From an optimization exercise on the open Yosys and OpenROAD flow, aimed at small area; shortcuts taken in it are not production practice.
In this exercise RTL edits were held to simulation tests only and were not proved equivalent to the original.

==> run a <==
==> flow/design.v (excerpt) <==
module forwardUnit (
    input  logic                       CLOCK,
    input  logic                       RESET,
    input  pipeTypesPkg::regIndexT     regS,
    input  pipeTypesPkg::regIndexT     regT,
    input  pipeTypesPkg::wordT         operandA,
    input  pipeTypesPkg::wordT         operandB,
    input  logic                       immediate,
    input  logic                       jumpLink,
    input  logic                       branchRequest,
    input  pipeTypesPkg::regIndexT     branchRegS,
    input  pipeTypesPkg::regIndexT     branchRegT,
    input  pipeTypesPkg::wordT         branchA,
    input  pipeTypesPkg::wordT         branchB,
    input  logic                       jumpRequest,
    input  pipeTypesPkg::regIndexT     jumpReg,
    input  pipeTypesPkg::wordT         jumpValue,
    input  pipeTypesPkg::producerT     executeProd,
    input  pipeTypesPkg::loadProducerT exeMemProd,
    input  pipeTypesPkg::producerT     memWbProd,
    input  pipeTypesPkg::producerT     writebackProd,
    output pipeTypesPkg::wordT         forwardA,
    output pipeTypesPkg::wordT         forwardB,
    output logic                       aluForwarded,
    output pipeTypesPkg::wordT         branchOutA,
    output pipeTypesPkg::wordT         branchOutB,
    output logic                       branchForwarded,
    output pipeTypesPkg::wordT         jumpTarget,
    output logic                       jumpForwarded
);
==> module producerSelect, before the edit <==
module producerSelect #(
    parameter bit UseExecute = 1'b1,   
    parameter bit UseHold    = 1'b0,   
    parameter bit UseKeep    = 1'b0    
) (
    input  pipeTypesPkg::regIndexT request,
    input  logic                   take,        
    input  logic                   keepFall,    
    input  logic                   useFall,     
    input  logic                   holdTake,    
    input  logic                   holdOk,      
    input  pipeTypesPkg::wordT     fallback,
    input  pipeTypesPkg::wordT     holdValue,
    input  logic                   executeOk,   
    input  pipeTypesPkg::regIndexT executeDest,
    input  pipeTypesPkg::wordT     executeValue,
    input  logic                   exeMemOk,
    input  pipeTypesPkg::regIndexT exeMemDest,
    input  pipeTypesPkg::wordT     exeMemValue,
    input  logic                   memWbOk,
    input  pipeTypesPkg::regIndexT memWbDest,
    input  pipeTypesPkg::wordT     memWbValue,
    input  logic                   writebackOk,
    input  pipeTypesPkg::regIndexT writebackDest,
    input  pipeTypesPkg::wordT     writebackValue,
    output pipeTypesPkg::wordT     value,
    output logic                   hit
);
    logic executeHit, exeMemHit, memWbHit, writebackHit;
    logic selFall, selExecute, selExeMem, selMemWb, selWriteback, holdSel;
    assign executeHit   = UseExecute && executeOk && (executeDest == request);
    assign exeMemHit    = exeMemOk && (exeMemDest == request);
    assign memWbHit     = memWbOk && (memWbDest == request);
    assign writebackHit = writebackOk && (writebackDest == request);
    assign hit = executeHit || exeMemHit || memWbHit || writebackHit;
    logic pass;
    logic firstExecute, firstExeMem, firstMemWb, firstWriteback, fallOk;
    assign pass           = take && !(UseKeep && keepFall);
    assign firstExecute   = executeHit;
    assign firstExeMem    = !executeHit && exeMemHit;
    assign firstMemWb     = !executeHit && !exeMemHit && memWbHit;
    assign firstWriteback = !executeHit && !exeMemHit && !memWbHit && writebackHit;
    assign fallOk         = (UseKeep && keepFall) || !hit;
    generate
        if (UseExecute && UseHold) begin : g_drive6
            andDrive #(.N(6)) drive_i (
                .a({useFall, pass, pass, pass, pass, holdTake}),
                .b({fallOk, firstExecute, firstExeMem, firstMemWb, firstWriteback, holdOk}),
                .y({selFall, selExecute, selExeMem, selMemWb, selWriteback, holdSel})
            );
        end else begin : g_drive4
            andDrive #(.N(4)) drive_i (
                .a({useFall, pass, pass, pass}),
                .b({fallOk, firstExeMem, firstMemWb, firstWriteback}),
                .y({selFall, selExeMem, selMemWb, selWriteback})
            );
            assign selExecute = 1'b0;
            assign holdSel    = 1'b0;
        end
    endgenerate
    generate
        if (UseExecute && UseHold) begin : g_six
            wordSelect #(.N(6)) mux_i (
                .sel ({selFall, selExecute, selExeMem, selMemWb, selWriteback, holdSel}),
                .data({fallback, executeValue, exeMemValue, memWbValue, writebackValue,
                       holdValue}),
                .value(value)
            );
        end else if (UseExecute) begin : g_five
            wordSelect #(.N(5)) mux_i (
                .sel ({selFall, selExecute, selExeMem, selMemWb, selWriteback}),
                .data({fallback, executeValue, exeMemValue, memWbValue, writebackValue}),
                .value(value)
            );
        end else if (UseHold) begin : g_fiveh
            wordSelect #(.N(5)) mux_i (
                .sel ({selFall, selExeMem, selMemWb, selWriteback, holdSel}),
                .data({fallback, exeMemValue, memWbValue, writebackValue, holdValue}),
                .value(value)
            );
        end else begin : g_four
            wordSelect #(.N(4)) mux_i (
                .sel ({selFall, selExeMem, selMemWb, selWriteback}),
                .data({fallback, exeMemValue, memWbValue, writebackValue}),
                .value(value)
            );
        end
    endgenerate
endmodule
==> module andDrive, before the edit <==
module andDrive #(
    parameter int N = 1
) (
    input  logic [N-1:0] a,
    input  logic [N-1:0] b,
    output logic [N-1:0] y
);
    assign y = a & b;
endmodule
==> flow/config.mk <==
export PLATFORM = sky130hd
export DESIGN_NAME = forwardUnit
export DESIGN_NICKNAME = forwardUnit
export VERILOG_FILES = /design/flow/design.v
export SDC_FILE = /design/flow/constraint.sdc
export NUM_CORES = 4
export LEC_CHECK = 0
export CAP_MARGIN = 20
export CORE_MARGIN = 2
export CORE_UTILIZATION = 40
export CTS_BUF_LIST = sky130_fd_sc_hd__clkbuf_8
export PLACE_DENSITY = 0.7
export SLEW_MARGIN = 20
export SYNTH_HIERARCHICAL = 1
export SYNTH_MINIMUM_KEEP_SIZE = 0
==> flow/constraint.sdc <==
create_clock -name core_clock -period 4.0 [get_ports {CLOCK}]
set_input_delay 0.8000 -clock core_clock [delete_from_list [all_inputs] [get_ports {CLOCK}]]
set_output_delay 0.8000 -clock core_clock [all_outputs]
set_load 0.01 [all_outputs]
standard.sh (not shown) runs the stock make flow with config.mk's settings and CLKGATE_MAP_FILE= SYNTH_SCRIPT=/design/flow/synth_recipe.tcl, a recipe that flattens the netlist after the stock synthesis.
==> flow/flow/run.sh <==
#!/bin/bash
# The standard layout, with the port buffers made from the smallest buffer cell
# and a clock tree built without dummy loads
set -euo pipefail
bash standard.sh 'BUFFER_PORTS_ARGS=-buffer_cell sky130_fd_sc_hd__buf_1' \
  'CTS_ARGS=-sink_clustering_enable -repair_clock_nets -buf_list sky130_fd_sc_hd__clkbuf_8 -dont_use_dummy_load' \
  finish > standard_flow.log 2>&1
==> inputs of run b, as changes to run a <==
--- a/flow/design.v
+++ b/flow/design.v
@@ -71,22 +71,33 @@
     assign hit = executeHit || exeMemHit || memWbHit || writebackHit;
-    logic pass;
-    logic firstExecute, firstExeMem, firstMemWb, firstWriteback, fallOk;
-    assign pass           = take && !(UseKeep && keepFall);
-    assign firstExecute   = executeHit;
-    assign firstExeMem    = !executeHit && exeMemHit;
-    assign firstMemWb     = !executeHit && !exeMemHit && memWbHit;
-    assign firstWriteback = !executeHit && !exeMemHit && !memWbHit && writebackHit;
-    assign fallOk         = (UseKeep && keepFall) || !hit;
+    logic pass, fallOk;
+    logic missExecute, missToExeMem, missToMemWb;
+    assign pass         = take && !(UseKeep && keepFall);
+    assign fallOk       = (UseKeep && keepFall) || !hit;
+    assign missExecute  = !executeHit;
+    assign missToExeMem = !executeHit && !exeMemHit;
+    assign missToMemWb  = !executeHit && !exeMemHit && !memWbHit;
     generate
         if (UseExecute && UseHold) begin : g_drive6
-            andDrive #(.N(6)) drive_i (
-                .a({useFall, pass, pass, pass, pass, holdTake}),
-                .b({fallOk, firstExecute, firstExeMem, firstMemWb, firstWriteback, holdOk}),
-                .y({selFall, selExecute, selExeMem, selMemWb, selWriteback, holdSel})
+            andDrive2 #(.N(3)) drive2_i (
+                .a({useFall, pass, holdTake}),
+                .b({fallOk, executeHit, holdOk}),
+                .y({selFall, selExecute, holdSel})
+            );
+            andDrive3 #(.N(3)) drive3_i (
+                .a({pass, pass, pass}),
+                .b({missExecute, missToExeMem, missToMemWb}),
+                .c({exeMemHit, memWbHit, writebackHit}),
+                .y({selExeMem, selMemWb, selWriteback})
             );
         end else begin : g_drive4
-            andDrive #(.N(4)) drive_i (
-                .a({useFall, pass, pass, pass}),
-                .b({fallOk, firstExeMem, firstMemWb, firstWriteback}),
-                .y({selFall, selExeMem, selMemWb, selWriteback})
+            andDrive2 #(.N(2)) drive2_i (
+                .a({useFall, pass}),
+                .b({fallOk, exeMemHit}),
+                .y({selFall, selExeMem})
+            );
+            andDrive3 #(.N(2)) drive3_i (
+                .a({pass, pass}),
+                .b({missToExeMem, missToMemWb}),
+                .c({memWbHit, writebackHit}),
+                .y({selMemWb, selWriteback})
             );
@@ -192,3 +203,3 @@
 `default_nettype none
-module andDrive #(
+module andDrive2 #(
     parameter int N = 1
@@ -201,2 +212,15 @@
 endmodule
+`default_nettype wire
+`timescale 1ns/1ps
+`default_nettype none
+module andDrive3 #(
+    parameter int N = 1
+) (
+    input  logic [N-1:0] a,
+    input  logic [N-1:0] b,
+    input  logic [N-1:0] c,
+    output logic [N-1:0] y
+);
+    assign y = a & b & c;
+endmodule
 `default_nettype wire
==> flow/flow/run.sh (replaced) <==
#!/bin/bash
# The standard layout with three changes after the (unchanged) standard synthesis:
# - the port buffers are made from the smallest buffer cell
# - the clock tree is built from clkbuf_8 without dummy loads
# - the large buffers and delay cells join the don't-use list, so that the placement's
#   buffering uses the small buffers
set -euo pipefail

bash standard.sh synth > synth.log 2>&1

base=$(make -s -C "$FLOW_HOME" DESIGN_CONFIG="$FLOW_CONFIG" WORK_HOME="$PWD/orfs" \
         print-DONT_USE_CELLS 2> print_dont_use.log | sed -n 's/^DONT_USE_CELLS: //p')
if [[ -z "$base" ]]; then
  echo "could not read the platform's DONT_USE_CELLS" >&2
  exit 1
fi
extra=""
for c in buf_6 buf_8 buf_12 buf_16 bufbuf_8 bufbuf_16 clkbuf_16 \
         clkdlybuf4s15_1 clkdlybuf4s15_2 clkdlybuf4s18_1 clkdlybuf4s18_2 \
         clkdlybuf4s25_1 clkdlybuf4s25_2 clkdlybuf4s50_1 clkdlybuf4s50_2 \
         dlygate4sd1_1 dlygate4sd2_1 dlygate4sd3_1 \
         dlymetal6s2s_1 dlymetal6s4s_1 dlymetal6s6s_1; do
  extra="$extra sky130_fd_sc_hd__$c"
done

bash standard.sh "DONT_USE_CELLS=$base$extra" \
  'BUFFER_PORTS_ARGS=-buffer_cell sky130_fd_sc_hd__buf_1' \
  'CTS_ARGS=-sink_clustering_enable -repair_clock_nets -buf_list sky130_fd_sc_hd__clkbuf_8 -dont_use_dummy_load' \
  finish > layout.log 2>&1
- CORE_UTILIZATION: 40 -> 25
- PLACE_DENSITY: 0.7 -> 0.45
==> results.toml <==
[power_and_ir_drop]
p_int_uw = 2410
swShare_pct = 33.4
p_leak_uw = 0.00464

[floorplanning]
die-width_um = 197

[timing]
min_period_ns = 3.04
whs_ns = 0.486

[cells_and_area]
nFillCells = 4066

[drt]
routedWlPerCell_um = 27.7
wl_met2_um = 26400

[critical_path]
critPathCapture = "control_i.branchOutA[12]"
crit_path_max_incr_delay_ns = 0.80
worst-endpoint-required_ns = 4.43

[placement]
dp_slack_ns = 0.543
dp.cells = 1915

[global_routing]
grt_util_all_layers_pct = 26.3

[yosys]
netlist_area_sq_um = 9290
syn_avg_cell_area_sq_um = 9.66

[status]
status = "finished clean"
the above is filed under run b

==> results.toml <==
[floorplanning]
die-width_um = 157

[placement]
dp_slack_ns = 0.613

[power_and_ir_drop]
p_int_uw = 2420
swShare_pct = 32.7
p_leak_uw = 0.00455

[drt]
wl_met2_um = 22400

[critical_path]
crit_path_max_incr_delay_ns = 0.75
critPathCapture = "alu_i.forwardA[2]"

[global_routing]
grt_util_all_layers_pct = 37.2

[status]
status = "finished clean"

[cells_and_area]
nFillCells = 2313

[timing]
whs_ns = 0.501
the above is filed under run a

[port drivers added, routing unchanged]
Ports are ideal in the flow. The routed layouts listed here were re-timed in OpenROAD.
Step 1 assumes that a clkbuf_16 drives the clock port and a buf_2 every other input.
Step 2, shift: input delay + t, output delay - t, t = (earliest + latest rising clock arrival at the registers) / 2. This alone moves slack from input paths to output paths.
Three values: ideal ports, drivers, drivers and shift; two values: the first two.
run	shift t [ns]	setup WS [ns]	worst setup path after step 2
run a	0.484	0.971 / 0.985 / 0.501	input to register
run b	0.526	0.964 / 0.989 / 0.464	input to register
After both steps setup and hold are still met in every run listed. For run b, which loses most, drivers alone change the setup slack by +0.025 ns; drivers and shift together by -0.500 ns.
